Source: an optimization exercise on an open RTL-to-GDS flow (aim: small area, a short achievable clock period and few clock cycles). Production flows keep margins and buffers that such runs may drop. RTL that was checked went through simulation tests only; none was proved equivalent to the original. Power figures rest on the tool's default switching activity, not on a simulated workload.

lane 1:
## octree_searcher
module octree_searcher
(
  input  logic           clk,
  input  logic           rst_n,
  input  logic           start_i,
  input  octree_pkg::lod_mask_t      lod_mask_i,
  output logic           busy_o,
  output logic           done_o,
  output logic           sram_cen_o,
  output octree_pkg::addr_t          sram_addr_o,
  input  octree_pkg::word_t          sram_q_i,
  output octree_pkg::word_t          feature_o,
  output logic           feature_valid_o,
  input  logic           feature_ready_i
);
  function automatic logic [2:0] ffs8(input logic [7:0] m);
    ffs8 = m[0] ? 3'd0 : m[1] ? 3'd1 : m[2] ? 3'd2 : m[3] ? 3'd3 :
           m[4] ? 3'd4 : m[5] ? 3'd5 : m[6] ? 3'd6 : 3'd7;
  endfunction
  typedef enum logic [2:0] {W_IDLE, W_ISSUE, W_DATA, W_HOLD, W_DONE} wst_e;
  wst_e        wst;
  logic        busy_q;
  logic        qfeat_q;    
  logic [1:0]  lvl_q;      
  logic [1:0]  dep_q;      
  logic [7:0]  m0_q, m1_q, m2_q;   
  logic [7:0]  wself_q;    
  logic [7:0]  waddr_q;    
  logic [1:0]  wlane_q;    
  logic        fbusy_q;
  logic [4:0]  fx_q;       
  logic [7:0]  fmask_q;    
  logic [1:0]  fk_q;       
  logic        wsel, can_rd, wfire, ffire;
  logic [7:0]  fa;
  assign wsel   = (wst == W_ISSUE) || (wst == W_IDLE);
  assign can_rd = !qfeat_q || feature_ready_i;
  assign wfire  = can_rd && ((wst == W_ISSUE) || ((wst == W_IDLE) && start_i));
  assign ffire  = can_rd && fbusy_q && !wsel;
  ...
export LEC_CHECK = 0
export CAP_MARGIN = 20
export CORE_MARGIN = 2
export CORE_UTILIZATION = 40
export SETUP_SLACK_MARGIN = 3.2
export SLEW_MARGIN = 20
create_clock -name core_clock -period 6.0 [get_ports {clk}]
run.sh (not shown) runs the stock make flow with config.mk's settings and CLKGATE_MAP_FILE= SYNTH_SCRIPT=/design/flow/synth_recipe.tcl, a recipe that flattens the netlist after the stock synthesis.
For lane 2, these inputs were changed with respect to lane 1:
# lane 1
export LEC_CHECK = 0
export CAP_MARGIN = 20
export CORE_MARGIN = 2
export CORE_UTILIZATION = 40
export SETUP_SLACK_MARGIN = 3.2
export SLEW_MARGIN = 20
create_clock -name core_clock -period 6.0 [get_ports {clk}]
# lane 2
export LEC_CHECK = 0
export ABC_CLOCK_PERIOD_IN_PS = 2800
export CAP_MARGIN = 20
export CORE_MARGIN = 2
export CORE_UTILIZATION = 40
export SETUP_SLACK_MARGIN = 3.2
export SLEW_MARGIN = 20
create_clock -name core_clock -period 6.0 [get_ports {clk}]
### Flow results
From lane 2 to lane 1, total power did not move at all. Lane 1 -> lane 2: final design area excluding fillers delta 0, exact match. Global routing met3 resource utilization came out exactly the same in lane 1 and lane 2.
Function was not checked in any run of this note: the RTL went through the layout flow alone.


Setup of build 10:
The RTL this note starts from:
==> flow/design.v <==
`default_nettype none
package octree_pkg;
  typedef logic [16-1:0]   addr_t;
  typedef logic [64-1:0]   word_t;
  typedef logic [3-1:0]  level_t;
  typedef logic [12-1:0]    pos_t;
  typedef logic [12-1:0]   slot_t;
  typedef logic [4-1:0] lod_mask_t;
  typedef enum logic [1:0] {WALK_IDLE, WALK_POP, WALK_READ, WALK_SCAN} walk_state_e;
  typedef enum logic [1:0] {FETCH_IDLE, FETCH_READ, FETCH_WAIT, FETCH_HOLD} fetch_state_e;
endpackage
`default_nettype wire
`timescale 1ns/1ps
`default_nettype none
import octree_pkg::*;
module octree_searcher
(
  input  logic           clk,
  input  logic           rst_n,
  input  logic           start_i,
  input  octree_pkg::lod_mask_t      lod_mask_i,
  output logic           busy_o,
  output logic           done_o,
  output logic           sram_cen_o,
  output octree_pkg::addr_t          sram_addr_o,
  input  octree_pkg::word_t          sram_q_i,
  output octree_pkg::word_t          feature_o,
  output logic           feature_valid_o,
  input  logic           feature_ready_i
);
  function automatic logic [2:0] ffs8(input logic [7:0] m);
    ffs8 = m[0] ? 3'd0 : m[1] ? 3'd1 : m[2] ? 3'd2 : m[3] ? 3'd3 :
           m[4] ? 3'd4 : m[5] ? 3'd5 : m[6] ? 3'd6 : 3'd7;
  endfunction
  logic        s_idle, s_issue, s_data, s_dec, s_done;
  logic        qfeat_q;    
  logic [1:0]  lvl_q;      
  logic [1:0]  dep_q;      
  logic [7:0]  m0_q, m1_q, m2_q;   
  logic [7:0]  cap_q;      
  logic [7:0]  waddr_q;    
  logic [1:0]  wlane_q;    
  logic        fbusy_q;
  logic [7:0]  fa_q;       
  logic [7:0]  frest_q;    
  logic [1:0]  fk_q;       
  logic        freq, ffire, rq_free_q, rq_held_q;
  assign freq  = fbusy_q && !s_issue && !s_idle;
  assign ffire = freq && (!qfeat_q || feature_ready_i);
  assign sram_cen_o  = !(rq_free_q || (rq_held_q && feature_ready_i));
  assign sram_addr_o = (s_issue || s_idle) ? {8'b0, waddr_q} : {5'b0, 1'b1, fa_q, fk_q};
  assign feature_o       = sram_q_i;
  assign feature_valid_o = qfeat_q;
  assign busy_o          = !s_idle;
  assign done_o          = s_done && !fbusy_q && !qfeat_q;
  logic       f_last, f_accept;
  logic [2:0] fn;
  assign f_last   = (fk_q == 2'd3) && (frest_q == 8'd0);
  assign f_accept = !fbusy_q || (ffire && f_last);
  assign fn       = ffs8(frest_q);
  logic [15:0] lane;
  logic [7:0]  cbits, sbits;
  assign lane = sram_q_i[{wlane_q, 4'b0000} +: 16];
  always_comb begin
    for (int i = 0; i < 8; i++) begin
      cbits[i] = lane[2*i];
      sbits[i] = lane[2*i+1];
    end
  end
  logic leaf, any;
  assign leaf = (dep_q == lvl_q);
  assign any  = |cap_q;
  logic [7:0] m0_rest, m1_rest, m2_rest;
  logic       more0, more1, more2;
  assign m0_rest = m0_q & (m0_q - 8'd1);
  assign m1_rest = m1_q & (m1_q - 8'd1);
  assign m2_rest = m2_q & (m2_q - 8'd1);
  assign more0 = |m0_rest;
  assign more1 = |m1_rest;
  assign more2 = |m2_rest;
  logic adv3, adv2, adv1, adv_any;
  assign adv3 = (dep_q == 2'd3) && more2;
  assign adv2 = !adv3 && dep_q[1] && more1;
  assign adv1 = !adv3 && !adv2 && (dep_q != 2'd0) && more0;
  logic [3:0] lod_above;
  logic       has_next_lvl;
  logic [1:0] next_lvl;
  always_comb begin
    for (int i = 0; i < 4; i++) lod_above[i] = lod_mask_i[i] && (2'(i) > lvl_q);
    has_next_lvl = |lod_above;
    next_lvl = lod_above[1] ? 2'd1 : lod_above[2] ? 2'd2 : 2'd3;
  end
  assign adv_any = adv3 || adv2 || adv1 || has_next_lvl;
  logic [9:0] slot_cur, child_slot, sib3_slot, sib2_slot, sib1_slot, adv_slot;
  logic [2:0] ic, p1, n1, n2, n3;
  always_comb begin
    slot_cur = {waddr_q, wlane_q};
    ic = ffs8(cap_q);
    p1 = ffs8(m0_q);
    n1 = ffs8(m0_rest);
    n2 = ffs8(m1_rest);
    n3 = ffs8(m2_rest);
    child_slot = {slot_cur[6:0] + 7'(ic == 3'd7), 3'(ic + 3'd1)};
    sib3_slot  = {slot_cur[9:3] + 7'(n3 == 3'd7), 3'(n3 + 3'd1)};
    sib2_slot  = {3'd0, ({1'b0, p1} + 4'd1) + 4'(n2 == 3'd7), 3'(n2 + 3'd1)};
    sib1_slot  = {6'd0, ({1'b0, n1} + 4'd1)};
    adv_slot   = adv3 ? sib3_slot : adv2 ? sib2_slot : adv1 ? sib1_slot : 10'd0;
  end
  logic dec_desc, dec_hold, dec_adv, handoff;
  assign dec_desc = s_dec && !leaf && any;
  assign dec_hold = s_dec && leaf && any && !f_accept;
  assign dec_adv  = s_dec && !dec_desc && !dec_hold;
  assign handoff  = s_dec && leaf && any && f_accept;
  logic [7:0] fa_first, fa_next;
  assign fa_first = {slot_cur[4:0] + 5'(ic == 3'd7), 3'(ic + 3'd1)};
  assign fa_next  = {fa_q[7:3] + 5'(fn == 3'd7), 3'(fn + 3'd1)};
  logic n_issue, n_fbusy, n_qfeat, n_idle;
  always_comb begin
    n_qfeat = ffire || (qfeat_q && !feature_ready_i);
    n_fbusy = fbusy_q;
    if (ffire && f_last) n_fbusy = 1'b0;
    if (handoff) n_fbusy = 1'b1;
    n_issue = s_issue;
    if (s_issue && (!qfeat_q || feature_ready_i)) n_issue = 1'b0;
    if (dec_desc || (dec_adv && adv_any)) n_issue = 1'b1;
    n_idle = s_idle;
    if (s_idle && start_i) n_idle = 1'b0;
    if (done_o) n_idle = 1'b1;
  end
  always_ff @(posedge clk or negedge rst_n) begin
    if (!rst_n) begin
      s_idle    <= 1'b1;
      s_issue   <= 1'b0;
      s_data    <= 1'b0;
      s_dec     <= 1'b0;
      s_done    <= 1'b0;
      qfeat_q   <= 1'b0;
      fbusy_q   <= 1'b0;
      fk_q      <= 2'd0;
      waddr_q   <= 8'd0;
      wlane_q   <= 2'd0;
      rq_free_q <= 1'b1;
      rq_held_q <= 1'b0;
    end else begin
      qfeat_q   <= n_qfeat;
      fbusy_q   <= n_fbusy;
      s_issue   <= n_issue;
      s_idle    <= n_idle;
      rq_free_q <= (n_issue || n_fbusy || n_idle) && !n_qfeat;
      rq_held_q <= (n_issue || (n_fbusy && !n_idle)) && n_qfeat;
      if (ffire) fk_q <= fk_q + 2'd1;
      if (s_idle && start_i) begin
        if (lod_mask_i == 4'd0) s_done <= 1'b1;
        else s_data <= 1'b1;
      end
      if (s_issue && (!qfeat_q || feature_ready_i)) s_data <= 1'b1;
      if (s_data) begin
        s_data <= 1'b0;
        s_dec  <= 1'b1;
      end
      if (dec_desc) begin
        s_dec   <= 1'b0;
        waddr_q <= child_slot[9:2];
        wlane_q <= child_slot[1:0];
      end
      if (dec_adv) begin
        s_dec   <= 1'b0;
        waddr_q <= adv_slot[9:2];
        wlane_q <= adv_slot[1:0];
        if (!adv_any) s_done <= 1'b1;
      end
      if (done_o) begin
        s_done  <= 1'b0;
        waddr_q <= 8'd0;
        wlane_q <= 2'd0;
      end
    end
  end
  always_ff @(posedge clk) begin
    if (s_idle && start_i) begin
      dep_q <= 2'd0;
      lvl_q <= lod_mask_i[0] ? 2'd0 : lod_mask_i[1] ? 2'd1 : lod_mask_i[2] ? 2'd2 : 2'd3;
    end
    if (s_data) cap_q <= leaf ? sbits : cbits;
    if (dec_desc) begin
      dep_q <= dep_q + 2'd1;
      case (dep_q)
        2'd0: m0_q <= cap_q;
        2'd1: m1_q <= cap_q;
        default: m2_q <= cap_q;
      endcase
    end
    if (dec_adv) begin
      if (adv3) begin
        m2_q  <= m2_rest;
      end else if (adv2) begin
        dep_q <= 2'd2;
        m1_q  <= m1_rest;
      end else if (adv1) begin
        dep_q <= 2'd1;
        m0_q  <= m0_rest;
      end else begin
        dep_q <= 2'd0;
        lvl_q <= next_lvl;
      end
    end
    if (ffire && (fk_q == 2'd3)) begin
      fa_q    <= fa_next;
      frest_q <= frest_q & (frest_q - 8'd1);
    end
    if (handoff) begin
      fa_q    <= fa_first;
      frest_q <= cap_q & (cap_q - 8'd1);
    end
  end
endmodule
`default_nettype wire
export LEC_CHECK = 0
export ABC_AREA = 1
export CAP_MARGIN = 20
export CORE_MARGIN = 2
export CORE_UTILIZATION = 60
export CTS_BUF_LIST = sky130_fd_sc_hd__clkbuf_8
export SETUP_SLACK_MARGIN = 3.25
export SLEW_MARGIN = 20
create_clock -name core_clock -period 6.0 [get_ports {clk}]
standard.sh (not shown) runs the stock make flow with config.mk's settings and CLKGATE_MAP_FILE= SYNTH_SCRIPT=/design/flow/synth_recipe.tcl, a recipe that flattens the netlist after the stock synthesis.
==> flow/flow/run.sh <==
#!/bin/bash
# Standard ORFS layout, with small buffers on the ports instead of the default choice.
set -euo pipefail
export BUFFER_PORTS_ARGS="-buffer_cell sky130_fd_sc_hd__buf_2"
bash standard.sh > standard_make.log 2>&1
Every stage of the flow completed for build 10, and the final layout passed the timing, DRC and antenna checks.
Testbench counts of build 10, summed over its fixed seeds: cycles 54,976.
diff inputs: build 10 => build 98
==> flow/flow/run.sh <==
#!/bin/bash
# Standard ORFS layout, with small buffers on the ports instead of the default choice.
set -euo pipefail
export BUFFER_PORTS_ARGS="-buffer_cell sky130_fd_sc_hd__buf_1"
bash standard.sh > standard_make.log 2>&1
-- flow/config.mk --
<<< build 10, line 10
export CORE_MARGIN = 2
export CORE_UTILIZATION = 60
export CTS_BUF_LIST = sky130_fd_sc_hd__clkbuf_8
>>> build 98, line 10
export CORE_MARGIN = 2
export CORE_UTILIZATION = 40
export CTS_BUF_LIST = sky130_fd_sc_hd__clkbuf_8
## What came out
Build 98: all stages complete, timing, DRC and antenna checks passed
Power: build 10 vs build 98 — no meaningful difference
Looking at post-cts gate resize count, build 98 sits above build 10.
Note that the last weighted congestion value of the routability-driven placer recorded for build 98 amounts to 0.945 times the value seen in build 10.
The number of filler cells placed in the layout in build 98 is 1.8 times that in build 10.
What build 39 does differently from build 98 at the input level:
==> flow/flow/run.sh <==
#!/bin/bash
# Standard ORFS layout, with small buffers on the ports and a clock tree
# without dummy balancing loads, built from larger sink clusters.
set -euo pipefail
export BUFFER_PORTS_ARGS="-buffer_cell sky130_fd_sc_hd__buf_1"
export CTS_ARGS="-sink_clustering_enable -repair_clock_nets -buf_list sky130_fd_sc_hd__clkbuf_8 -sink_clustering_size 40 -sink_clustering_max_diameter 100 -dont_use_dummy_load"
bash standard.sh > standard_make.log 2>&1
In summary, build 39 completed successfully, with a layout that passed the timing, DRC and antenna checks.
NOTE: buffer count excluding the clock tree in the final layout in build 39 falls short of that of build 98
Summary: with build 98 as the reference, total power consumption of the routed design in build 39 moved down by a few percent.
Relative to build 98, part of the total power dissipated in the clock network has decreased by 4.2 points in build 39.
Lower met1 wire length goes to build 98 over build 39.
When build 39 is measured against build 98, its total iterations of the first detailed-routing run turns out 1 lower.
Build 98 and build 39 ended up with nearly the same met3 track demand over resource.
Routed wire length ends up lower on build 39.
## Diff of input files: build 3 against build 39
==> flow/flow/run.sh <==
#!/bin/bash
# Standard ORFS layout, with small buffers on the ports instead of the default choice.
set -euo pipefail
export BUFFER_PORTS_ARGS="-buffer_cell sky130_fd_sc_hd__buf_2"
bash standard.sh > standard_make.log 2>&1
Build 3 did not stop at any stage, and its layout met the timing, DRC and antenna checks.
Net load switching power in build 3 is 0.64% below build 39.
Build 3 vs. build 39: cell area climbed 3.4%; delay of the slowest cell on the worst path closely matched the old numbers; total of clock buffers placed in the layout now larger.
Between build 39 and build 3, part of the power in the clock network increased.
Build 3 vs build 39 — pre-CTS setup slack rose 0.053 ns.
Relative to build 39, the first-iteration DRC count of build 3 is lower by 79.
Half-perimeter wire length after detailed placement delta for build 3 relative to build 39: 180 µm higher
[inputs] build 97 vs build 3
-- flow/config.mk --
<<< build 3, line 12
export CTS_BUF_LIST = sky130_fd_sc_hd__clkbuf_8
export SETUP_SLACK_MARGIN = 3.25
export SLEW_MARGIN = 20
>>> build 97, line 12
export CTS_BUF_LIST = sky130_fd_sc_hd__clkbuf_8
export SETUP_SLACK_MARGIN = 3.15
export SLEW_MARGIN = 20
Notes after the runs:
- Delta (build 97 minus build 3): multi-input combinational cell area flat; final clock skew stayed essentially flat; sequential power stayed essentially flat; final cell count level.
- In terms of core utilization of the finished layout, build 3 and build 97 differ only marginally.
- The lower routed wire length came out of build 97.
- Changes observed in build 97 relative to build 3: growth of design area from synthesis to finish now sits higher; maximum achievable frequency now sits lower; non-clock buffer count now sits higher; smallest setup slack after layout now sits lower.


octree_searcher, a different RTL version from the one above (not shown whole).
Size: roughly 160 I/O pins, ~5300 µm² of cells after synthesis.
==> flow/config.mk <==
export PLATFORM = sky130hd
export DESIGN_NAME = octree_searcher
export DESIGN_NICKNAME = octree_searcher
export VERILOG_FILES = /design/flow/design.v
export SDC_FILE = /design/flow/constraint.sdc
export NUM_CORES = 4
export LEC_CHECK = 0
export ABC_AREA = 1
export CAP_MARGIN = 20
export CORE_MARGIN = 2
export CORE_UTILIZATION = 40
export SETUP_SLACK_MARGIN = 3.2
export SLEW_MARGIN = 20
==> flow/constraint.sdc <==
create_clock -name core_clock -period 6.0 [get_ports {clk}]
set_input_delay 1.2000 -clock core_clock [delete_from_list [all_inputs] [get_ports {clk}]]
set_output_delay 1.2000 -clock core_clock [all_outputs]
set_load 0.01 [all_outputs]
==> flow/flow/run.sh <==
#!/bin/bash
# Standard ORFS layout, with small buffers on the ports and a clock tree
# without dummy balancing loads, built from larger sink clusters.
set -euo pipefail
export BUFFER_PORTS_ARGS="-buffer_cell sky130_fd_sc_hd__buf_1"
export CTS_ARGS="-sink_clustering_enable -repair_clock_nets -buf_list sky130_fd_sc_hd__clkbuf_8 -sink_clustering_size 40 -sink_clustering_max_diameter 100 -dont_use_dummy_load"
bash standard.sh > standard_make.log 2>&1
The first run finished with timing, DRC and antenna clean.
Testbench counts at the start, summed over its fixed seeds: cycles 55,432.
Rerun with:
Settings changed: CORE_UTILIZATION 40 to 55, PLACE_DENSITY set to 0.7, SETUP_SLACK_MARGIN 3.2 to 3.25.
Effect: The changed run finished clean; total power climbs by 0.38%; wire length drops by 0.73%; area after synthesis is unchanged; design area barely changes; worst setup slack gains 0.048 ns; sequential share of layout area barely changes; via count climbs by 2.5%; core utilization climbs by 17 points; fmax climbs by 1.7%; worst hold slack gains 0.016 ns; die area drops by 26%.
Rerun with:
Settings changed: CORE_UTILIZATION 55 to 40, PLACE_DENSITY 0.7 to unset.
Result: Die area climbs by about 36%; routed wire length climbs by about 1.5%; combinational power went up by about 2%; non-clock buffer count is unchanged; worst setup slack gains 0.015 ns; power went up by 1.0%; area after synthesis does not change; via count shrinks by 2.4%.

[what the ideal ports hide]
No port has a modelled driver above. Below, the same layouts with a new extraction and two added sets of constraints.
Step 1, drivers: a clkbuf_16 drives clk and a buf_2 each remaining input, both assumed.
Step 2 moves the port delays by t, midway between the first and last clock arrival at a register: inputs arrive t later, outputs are due t later. That takes back most of the time a late clock gives input paths.
a / b / c = ideal / step 1 / step 2; a / b = the first two.
| run | t (ns) | setup slack, ns | hold slack, ns | worst slew at a driven data input, ns |
|---|---|---|---|---|
| lane 1 | 0.383 | 2.440 / 2.450 / 2.067 | 0.474 / 0.474 / 0.474 | 0.08 |
| lane 2 | 0.383 | 2.440 / 2.450 / 2.067 | 0.474 / 0.474 / 0.474 | 0.08 |
| build 10 | 0.402 | 3.241 / 3.204 / 3.093 | 0.486 / 0.486 / 0.486 | 0.06 |
| build 98 | 0.403 | 3.232 / 3.211 / 3.038 | 0.477 / 0.477 / 0.477 | 0.09 |
| build 39 | 0.394 | 3.232 / 3.211 / 3.036 | 0.473 / 0.473 / 0.473 | 0.09 |
| build 3 | 0.390 | 3.254 / 3.222 / 3.076 | 0.483 / 0.483 / 0.483 | 0.09 |
| build 97 | 0.393 | 3.245 / 3.226 / 3.083 | 0.483 / 0.483 / 0.483 | 0.09 |
| the first run of note 3 | 0.394 | 3.202 / 3.180 / 3.010 | 0.511 / 0.511 / 0.511 | 0.04 |
| the second run of note 3 | 0.381 | 3.250 / 3.188 / 3.049 | 0.527 / 0.527 / 0.527 | 0.06 |
| the third run of note 3 | 0.394 | 3.265 / 3.243 / 3.055 | 0.511 / 0.511 / 0.511 | 0.04 |
After both steps every run listed still meets setup and hold.
